Background: an optimization exercise with open tools, aiming at small area. Do not read the settings as production practice. The RTL was checked by simulation tests, not by an equivalence proof against the original design. No activity file was given, so power comes from the tool's default toggle rates.

==> design/flow/design.v <==
package lmfe_pkg;
    localparam int unsigned DW  = 8;
    localparam int unsigned NUM = 49;
    localparam int unsigned MID = (NUM - 1) / 2;
    localparam int unsigned CW  = 6;
    localparam logic SE_ON = 1'b0;
endpackage
module lmfe_keep_n (
    input  logic i_prev,
    input  logic i_self,
    input  logic i_next,
    input  logic i_sel_prev,
    input  logic i_sel_self,
    input  logic i_sel_next,
    output logic o_keep_n
);
    assign o_keep_n = ~((i_prev & i_sel_prev) | (i_self & i_sel_self) | (i_next & i_sel_next));
endmodule
module lmfe_nand2 (
    input  logic i_a,
    input  logic i_b,
    output logic o_y
);
    assign o_y = ~(i_a & i_b);
endmodule
module lmfe_sort_cell (
    input  logic i_prev,
    input  logic i_self,
    input  logic i_next,
    input  logic i_ins,
    input  logic i_sel_prev,
    input  logic i_sel_self,
    input  logic i_sel_next,
    input  logic i_sel_ins,
    output logic o_next_c
);
    logic w_keep_n;
    logic w_ins_n;
    lmfe_keep_n u_keep (
        .i_prev     (i_prev),
        .i_self     (i_self),
        .i_next     (i_next),
        .i_sel_prev (i_sel_prev),
        .i_sel_self (i_sel_self),
        .i_sel_next (i_sel_next),
        .o_keep_n   (w_keep_n)
    );
    lmfe_nand2 u_ins (.i_a(i_ins), .i_b(i_sel_ins), .o_y(w_ins_n));
    lmfe_nand2 u_out (.i_a(w_keep_n), .i_b(w_ins_n), .o_y(o_next_c));
endmodule
module lmfe_gt_step (
    input  logic i_a,
    input  logic i_bn,
    input  logic i_c,
    output logic o_c
);
    assign o_c = (i_a & i_bn) | (i_a & i_c) | (i_bn & i_c);
endmodule
module lmfe_eq (
    input  logic [lmfe_pkg::DW-1:0] i_a,
    input  logic [lmfe_pkg::DW-1:0] i_b,
    output logic                    o_eq
);
    assign o_eq = (i_a == i_b);
endmodule
module lmfe_or2 (
    input  logic i_a,
    input  logic i_b,
    output logic o_y
);
    assign o_y = i_a | i_b;
endmodule
module lmfe_or2_en (
    input  logic i_a,
    input  logic i_b,
    input  logic i_en,
    output logic o_y
);
    assign o_y = i_en & (i_a | i_b);
endmodule
module lmfe_nor2 (
    input  logic i_a,
    input  logic i_b,
    output logic o_y
);
    assign o_y = ~(i_a | i_b);
endmodule
module lmfe_slot_sel (
    input  logic i_gtn_prev,
    input  logic i_gtn_self,
    input  logic i_gtn_next,
    input  logic i_dp_prev,
    input  logic i_dp_self,
    output logic o_sel_prev,
    output logic o_sel_self,
    output logic o_sel_next,
    output logic o_sel_ins
);
    logic sp, ss, sn;
    assign sp = ~(i_gtn_prev | i_dp_prev);
    assign sn = i_dp_self & i_gtn_next;
    assign ss = (~i_dp_self & i_gtn_self) | (i_dp_prev & ~i_gtn_self);
    assign o_sel_prev = sp;
    assign o_sel_self = ss;
    assign o_sel_next = sn;
    assign o_sel_ins  = ~(sp | ss | sn);
endmodule
module lmfe_median_sorter #(
    parameter int unsigned DW  = lmfe_pkg::DW,
    parameter int unsigned NUM = lmfe_pkg::NUM,
    parameter int unsigned CW  = lmfe_pkg::CW
) (
    input  logic          clk,
    input  logic          RST,
    input  logic          SE,
    input  logic [DW-1:0] INS,
    input  logic [DW-1:0] DEL,
    output logic [DW-1:0] MED,
    output logic          FULL,
    output logic          ERR
);
    localparam int unsigned MID = (NUM - 1) / 2;
    localparam int unsigned GS  = 7;               
    localparam int unsigned NG  = (NUM + GS - 1) / GS;
    logic [DW-1:0]  r_slot [NUM];
    logic [DW-1:0]  r_mid;
    logic [CW-1:0]  r_count;
    logic           r_full;
    logic           r_err;
    logic [DW-1:0]  w_cur  [NUM];
    logic [DW-1:0]  w_next [NUM];
    logic [NUM-1:0] w_cmp;      
    logic [NUM-1:0] w_open;     
    logic [NUM:0]   w_gtn;      
    logic [NUM-1:0] w_match;
    logic [NUM-1:0] w_acc;      
    logic [NUM-1:0] w_dp;       
    logic [NG:0]    w_gc;       
    logic [NUM-1:0] w_sp, w_ss, w_sn, w_si;
    logic [DW-1:0]  w_ins_n;
    logic           w_upd;
    logic           w_del;
    logic           w_absent;
    logic           w_wr_mid;
    assign w_upd   = (SE == lmfe_pkg::SE_ON);
    assign w_del   = w_upd && r_full;
    assign w_ins_n = ~INS & {DW{w_upd}};
    for (genvar g = 0; g < int'(NUM); g++) begin : g_cmp
        if (g == int'(MID)) begin : g_cur
            assign w_cur[g] = r_mid;
        end else begin : g_cur
            assign w_cur[g] = r_slot[g];
        end
        logic [DW-1:0] w_c;
        assign w_c[0] = w_cur[g][0] & w_ins_n[0];
        for (genvar k = 1; k < int'(DW); k++) begin : g_step
            lmfe_gt_step u_step (
                .i_a  (w_cur[g][k]),
                .i_bn (w_ins_n[k]),
                .i_c  (w_c[k-1]),
                .o_c  (w_c[k])
            );
        end
        assign w_cmp[g]  = w_c[DW-1];
        assign w_open[g] = w_upd && !r_full && (r_count <= CW'(g));
        lmfe_nor2 u_gtn (.i_a(w_cmp[g]), .i_b(w_open[g]), .o_y(w_gtn[g]));
        lmfe_eq u_eq (
            .i_a  (w_cur[g]),
            .i_b  (DEL),
            .o_eq (w_match[g])
        );
    end
    assign w_gtn[NUM] = 1'b0;
    assign w_gc[0] = 1'b0;
    for (genvar b = 0; b < int'(NG); b++) begin : g_grp
        for (genvar j = 0; j < int'(GS); j++) begin : g_pos
            localparam int I = b * int'(GS) + j;
            if (I < int'(NUM)) begin : g_in
                if (j == 0) begin : g_first
                    assign w_acc[I] = w_match[I];
                end else begin : g_first
                    lmfe_or2 u_or (.i_a(w_acc[I-1]), .i_b(w_match[I]), .o_y(w_acc[I]));
                end
                if (I == int'(NUM) - 1) begin : g_top
                    assign w_dp[I] = w_del;
                end else begin : g_top
                    lmfe_or2_en u_dp (.i_a(w_acc[I]), .i_b(w_gc[b]), .i_en(w_del), .o_y(w_dp[I]));
                end
            end
        end
        localparam int LAST = (b * int'(GS) + int'(GS) - 1 < int'(NUM)) ? b * int'(GS) + int'(GS) - 1 : int'(NUM) - 1;
        if (b == 0) begin : g_gc
            assign w_gc[b+1] = w_acc[LAST];
        end else begin : g_gc
            lmfe_or2 u_gc (.i_a(w_gc[b]), .i_b(w_acc[LAST]), .o_y(w_gc[b+1]));
        end
    end
    assign w_absent = r_full && !w_gc[NG];
    assign w_wr_mid = r_full || (r_count >= CW'(MID));
    for (genvar g = 0; g < int'(NUM); g++) begin : g_sel
        logic sp, ss, sn, si;
        lmfe_slot_sel u_sel (
            .i_gtn_prev (g == 0 ? 1'b1 : w_gtn[g-1]),
            .i_gtn_self (w_gtn[g]),
            .i_gtn_next (w_gtn[g+1]),
            .i_dp_prev  (g == 0 ? 1'b0 : w_dp[g-1]),
            .i_dp_self  (w_dp[g]),
            .o_sel_prev (sp),
            .o_sel_self (ss),
            .o_sel_next (sn),
            .o_sel_ins  (si)
        );
        if (g == int'(MID)) begin : g_mid
            assign w_sp[g] = sp && w_wr_mid;
            assign w_sn[g] = sn && w_wr_mid;
            assign w_si[g] = si && w_wr_mid;
            assign w_ss[g] = ss || !w_wr_mid;
        end else begin : g_mid
            assign w_sp[g] = sp;
            assign w_sn[g] = sn;
            assign w_si[g] = si;
            assign w_ss[g] = ss;
        end
    end
    for (genvar g = 0; g < int'(NUM); g++) begin : g_slot
        for (genvar k = 0; k < int'(DW); k++) begin : g_bit
            logic w_lo, w_hi;
            if (g == 0) begin : g_lo
                assign w_lo = 1'b0;
            end else begin : g_lo
                assign w_lo = w_cur[g-1][k];
            end
            if (g == int'(NUM) - 1) begin : g_hi
                assign w_hi = 1'b0;
            end else begin : g_hi
                assign w_hi = w_cur[g+1][k];
            end
            lmfe_sort_cell u_cell (
                .i_prev     (w_lo),
                .i_self     (w_cur[g][k]),
                .i_next     (w_hi),
                .i_ins      (INS[k]),
                .i_sel_prev (w_sp[g]),
                .i_sel_self (w_ss[g]),
                .i_sel_next (w_sn[g]),
                .i_sel_ins  (w_si[g]),
                .o_next_c   (w_next[g][k])
            );
        end
    end
    always_ff @(posedge clk) begin
        for (int i = 0; i < int'(NUM); i++) begin
            if (i != int'(MID)) begin
                r_slot[i] <= w_next[i];
            end
        end
    end
    always_ff @(posedge clk or posedge RST) begin
        if (RST) begin
            r_mid   <= '0;
            r_count <= '0;
            r_full  <= 1'b0;
            r_err   <= 1'b0;
        end else begin
            r_mid <= w_next[MID];
            if (w_upd) begin
                if (!r_full) begin
                    r_count <= r_count + CW'(1);
                end
                if (r_count == CW'(NUM - 1)) begin
                    r_full <= 1'b1;
                end
                if (w_absent) begin
                    r_err <= 1'b1;
                end
            end
        end
    end
    assign MED  = r_mid;
    assign FULL = r_full;
    assign ERR  = r_err;
endmodule
==> design/flow/run.sh <==
#!/bin/bash
# synth_recipe.tcl (not shown) runs the flow's synth.tcl, then flattens the netlist and writes it again
# the make line also repeats each setting of config.mk as NAME=value (left out here)
make -C /OpenROAD-flow-scripts/flow DESIGN_CONFIG=/design/flow/config.mk WORK_HOME=/design/flow/orfs CLKGATE_MAP_FILE= SYNTH_SCRIPT=/design/flow/synth_recipe.tcl finish
==> design/flow/config.mk <==
export PLATFORM = sky130hd
export DESIGN_NAME = lmfe_median_sorter
export DESIGN_NICKNAME = lmfe_median_sorter
export VERILOG_FILES = /design/flow/design.v
export SDC_FILE = /design/flow/constraint.sdc
export NUM_CORES = 4
export LEC_CHECK = 0
export CAP_MARGIN = 20
export CORE_MARGIN = 2
export CORE_UTILIZATION = 40
export SLEW_MARGIN = 20
export SYNTH_HIERARCHICAL = 1
==> design/flow/constraint.sdc <==
create_clock -name core_clock -period 6.0 [get_ports {clk}]
set_input_delay 1.2000 -clock core_clock [delete_from_list [all_inputs] [get_ports {clk}]]
set_output_delay 1.2000 -clock core_clock [all_outputs]
set_load 0.01 [all_outputs]
==> results.txt <==
final cells by class:
type                            count  area (sq um)
Clock buffer                       70          1420
Clock inverter                     13           150
Fill cell                        6502         35500
Inverter                           59           231
Multi-Input combinational cell   2649         19000
Sequential cell                   400          8090
Tap cell                          873          1090
Timing Repair Buffer              233          1920
metrics by stage:
step / utilization (%) / area, sq um / instances
2_1_floorplan: - / 27400 / 3136
3_3_place_gp: 45.1 / 30400 / 4214
3_5_place_dp: 45.1 / 30400 / 4214
4_1_cts: 47.4 / 31900 / 4297
5_1_grt: 47.4 / 31900 / 4297
6_report: 47.4 / 31900 / 4297
layer usage:
layer	global-route usage (%)	wire length, um
met5	0	0
met4	11.5	3990
met3	5.27	10700
met2	46.8	47900
met1	39.3	43900
Yosys stat by module, one instance, submodules excluded, excerpt:
module	cell area [sq um]	flip-flops and latches
lmfe_eq	86.3	0
lmfe_gt_step	11.3	0
lmfe_keep_n	10.0	0
lmfe_median_sorter	9330	400
lmfe_nand2	3.75	0
lmfe_nor2	3.75	0
lmfe_or2	6.26	0
lmfe_or2_en	7.51	0
lmfe_slot_sel	45.0	0
kinds of logic (layout without fill, tap and decap cells):
family	after synthesis	count (layout)	synth area share [%]
AOI/OAI and AO/OA	594	594	20.9
xor gates and xnor gates	397	397	12.7
adders and majority gates	349	349	14.4
buffers and inverters	87	375	1.42
DFF	400	400	29.6
other	2	27	0.0275
and+or+nand+nor	1282	1282	21.0
power by group:
group          leakage (nW)  switching (W)  internal [W]
Combinational          8.79        0.00522       0.00535
Sequential             3.43        0.00305       0.00425
Clock                 0.773        0.00124       0.00175
tightest hold or removal path, stage by stage, from the launching register on:
cell                      delay, ns
sky130_fd_sc_hd__dfrtp_1       0.40
sky130_fd_sc_hd__inv_1         0.06
sky130_fd_sc_hd__o31ai_1       0.06
worst paths after layout:
check | start | cells past startpoint | end
worst max-delay path | DEL[0] | 19 | r_slot[43][1]
max in group asynchronous | RST | 2 | r_count[1]
worst max register to register | r_slot[7][3] | 19 | r_slot[43][1]
worst min-delay path | r_err | 2 | r_err
worst min register to register | r_err | 2 | r_err
min in group asynchronous | RST | 2 | r_mid[4]
registers in the layout, indices dropped and copies added, names as in the netlist:
signal,cells
r_err,1
r_slot,384
r_mid,8
r_count,6
r_full,1
cells in the final DEF (no fill, tap or decap), types with 5 or more instances in the layout:
| cell | instances |
|---|---|
| sky130_fd_sc_hd__a2111oi_2 | 49 |
| sky130_fd_sc_hd__a21o_1 | 52 |
| sky130_fd_sc_hd__a21oi_1 | 31 |
| sky130_fd_sc_hd__a222oi_1 | 392 |
| sky130_fd_sc_hd__a31oi_1 | 5 |
| sky130_fd_sc_hd__and2_1 | 50 |
| sky130_fd_sc_hd__and2_4 | 49 |
| sky130_fd_sc_hd__buf_12 | 13 |
| sky130_fd_sc_hd__buf_2 | 8 |
| sky130_fd_sc_hd__buf_4 | 200 |
| sky130_fd_sc_hd__clkbuf_1 | 10 |
| sky130_fd_sc_hd__clkbuf_16 | 49 |
| sky130_fd_sc_hd__clkbuf_8 | 11 |
| sky130_fd_sc_hd__clkdlybuf4s50_1 | 12 |
| sky130_fd_sc_hd__clkinv_2 | 7 |
| sky130_fd_sc_hd__conb_1 | 27 |
| sky130_fd_sc_hd__dfrtp_1 | 16 |
| sky130_fd_sc_hd__dfxtp_1 | 384 |
| sky130_fd_sc_hd__ha_1 | 6 |
| sky130_fd_sc_hd__inv_1 | 56 |
| sky130_fd_sc_hd__maj3_2 | 343 |
| sky130_fd_sc_hd__nand2_1 | 799 |
| sky130_fd_sc_hd__nand4_1 | 99 |
| sky130_fd_sc_hd__nor2_1 | 157 |
| sky130_fd_sc_hd__nor2_4 | 9 |
| sky130_fd_sc_hd__nor2b_1 | 53 |
| sky130_fd_sc_hd__o21a_1 | 49 |
| sky130_fd_sc_hd__o21ai_0 | 7 |
| sky130_fd_sc_hd__or2_1 | 48 |
| sky130_fd_sc_hd__xnor2_1 | 397 |
==> load_flow_metrics.sql <==
INSERT INTO impl_metrics (metric_group, metric, value, unit) VALUES
('status', 'outcome', 'finished clean', ''),
('synthesis', 'area_fraction_of_the_dominant_cell_type_after_synthesis', '28.1', '%'),
('clocking', 'clock_tree.root_cell', 'sky130_fd_sc_hd__clkbuf_16', ''),
('timing', 'hold_ws', '0.545', 'ns'),
('hold_path', 'timing.hold.worst.class', 'flip-flop to flip-flop', ''),
('timing', 'finalSetupTns', '0', 'ns'),
('setup_path', 'cpPeakStageDelay', '0.51', 'ns'),
('setup_path', 'crit_path_kind', 'input pin to flip-flop', ''),
('timing', 'portion_of_the_clock_cycle_consumed_by_the_worst_path_in_the_final_layout', '87.7', '%'),
('drt', 'detailedRoute.firstIterationViolations', '4916', ''),
('job', 'drv.max_cap_violation_count', '0', ''),
('synthesis', 'synth.top_cells.by_count', 'sky130_fd_sc_hd__nand2_1, sky130_fd_sc_hd__xnor2_1, sky130_fd_sc_hd__a222oi_1, sky130_fd_sc_hd__dfxtp_1, sky130_fd_sc_hd__maj3_2', ''),
('setup_path', 'crit_path_end_kind', 'flip-flop', ''),
('global_route', 'grt_overflow_total', '0', ''),
('timing', 'finClkSkew', '0.0363', 'ns'),
('setup_path', 'cp_top_family', 'simple AND/OR/NAND/NOR gates', ''),
('timing', 'finalCriticalPeriod', '5.26', 'ns'),
('synthesis', 'post_synth_inst_count', '3111', ''),
('setup_path', 'critical_path.cell_chain', 'buf_4 > buf_4 > buf_4 > xnor2_1 > nand4_1 > nor2_1 > or2_1 > or2_1 > or2_1 > or2_1 > or2_1 > or2_1 > or2_1 > or2_1 > o21a_1 > nor2b_1 > a21o_1 > a222oi_1 > nand2_1', ''),
('placement', 'dpl_worst_slack', '0.221', 'ns'),
('floorplanning', 'io-pin-count', '29', ''),
('placement', 'place.detailed.hpwl', '71.5', 'mm'),
('setup_path', 'critical_path_required', '6.47', 'ns'),
('synthesis', 'post-synth-top-count-cell', 'sky130_fd_sc_hd__nand2_1', ''),
('synthesis', 'synth_top_area_cell', 'sky130_fd_sc_hd__dfxtp_1', ''),
('synthesis', 'synth.yosys.seq_area_share', '29.6', '%'),
('setup_path', 'critical_path.startpoint_type', 'input pin', ''),
('timing', 'final-max-slew-violation-count', '0', ''),
('setup_path', 'timing.critical_path.slowest_stage_cell', 'sky130_fd_sc_hd__buf_4', ''),
('timing', 'max_slew.worst_pin.slew', '1.14', 'ns'),
('drt', 'detail_route.wl_per_cell', '24.8', 'um'),
('setup_path', 'critical_path.most_common_cell', 'sky130_fd_sc_hd__or2_1', ''),
('floorplanning', 'die_y', '265', 'um'),
('drt', 'drtAntennaViolNets', '0', ''),
('placement', 'portBuffers', '28', ''),
('drt', 'dr_total_vias', '27500', ''),
('clocking', 'cts_hold_buf', '0', ''),
('timing', 'worst_slew_margin_rel', '24.0', '%'),
('synthesis', 'synth_edf_count', '0', ''),
('clocking', 'ctsResizeCount', '0', ''),
('setup_path', 'reg2reg_slack', '1.12', 'ns'),
('layout', 'layout-area-overhead-vs-synth', '16.8', '%'),
('pwr', 'power.total', '0.0209', 'W'),
('clocking', 'cts_htree_levels', '2', ''),
('drt', 'routed_wirelength', '106', 'mm'),
('timing', 'final-setup-viol-count', '0', ''),
('global_route', 'grt_antenna_before_repair', '0', ''),
('clocking', 'max-clock-path-buffers', '3', ''),
('setup_path', 'crit_buf_inv', '3', ''),
('global_route', 'grt_start_max_net_pins', '50', ''),
('clocking', 'cts.sink_count', '400', ''),
('pwr', 'pwr_density_cell', '653', 'nW/um^2'),
('clocking', 'cts_tree', 'yes', ''),
('clocking', 'clkSlewWorstSetupHoldPaths', '0.06', 'ns'),
('synthesis', 'postSynth.topFlopCell', 'sky130_fd_sc_hd__dfxtp_1', ''),
('pwr', 'vdd_drop_max', '0.000314', 'V'),
('layout', 'drive_gt1_share', '22.0', '%'),
('global_route', 'track_usage', '29.4', '%'),
('clocking', 'clock_insertion_delay_worst_skew', '0.62', 'ns'),
('synthesis', 'avgSynthCellArea', '8.79', 'sq um'),
('synthesis', 'synth.ff_latch_count', '400', ''),
('global_route', 'grt_first_pass_wirelength', '163', 'mm'),
('timing', 'hold_viol_final', '0', ''),
('synthesis', 'synth.distinct_cells', '44', ''),
('drt', 'firstDrtPassIters', '15', ''),
('drt', 'drt-vias-per-instance', '6.41', ''),
('layout', 'design.final.nets', '3414', ''),
('setup_path', 'arrival_worst_endpoint', '5.73', 'ns'),
('pwr', 'power_leakage', '13.0', 'nW'),
('layout', 'insertedDiodeCount', '0', ''),
('floorplanning', 'placement_rows', '95', '');

afterwards: timing with drivers on the ports:
The flow's constraints put no driver on any port. The routed layout listed below was extracted and timed again, unchanged, in two steps. Step 1 (the two cells are an assumption about what drives the block):
set clk [get_ports {clk}]
set_driving_cell -lib_cell sky130_fd_sc_hd__clkbuf_16 $clk
set_driving_cell -lib_cell sky130_fd_sc_hd__buf_2 [delete_from_list [all_inputs] $clk]
Step 2 adds t to the input delays and takes it off the output delays; t is the mean of the earliest and latest rising clock arrival at the registers after step 1. Input paths then give back, and output paths get back, about the clock's delay inside the block. Slacks: ideal / step 1 / step 2; pairs: ideal / step 1.
t (ns): 0.659
setup WS [ns]: 0.740 / 0.752 / 0.093
clock arrival spread, ns: 0.036 / 0.036
slew at the worst register clock pin (ns): 0.07 / 0.07
After both steps this run still meets setup and hold. The setup slack of this run moves by +0.012 ns with the drivers and by -0.647 ns with both steps.
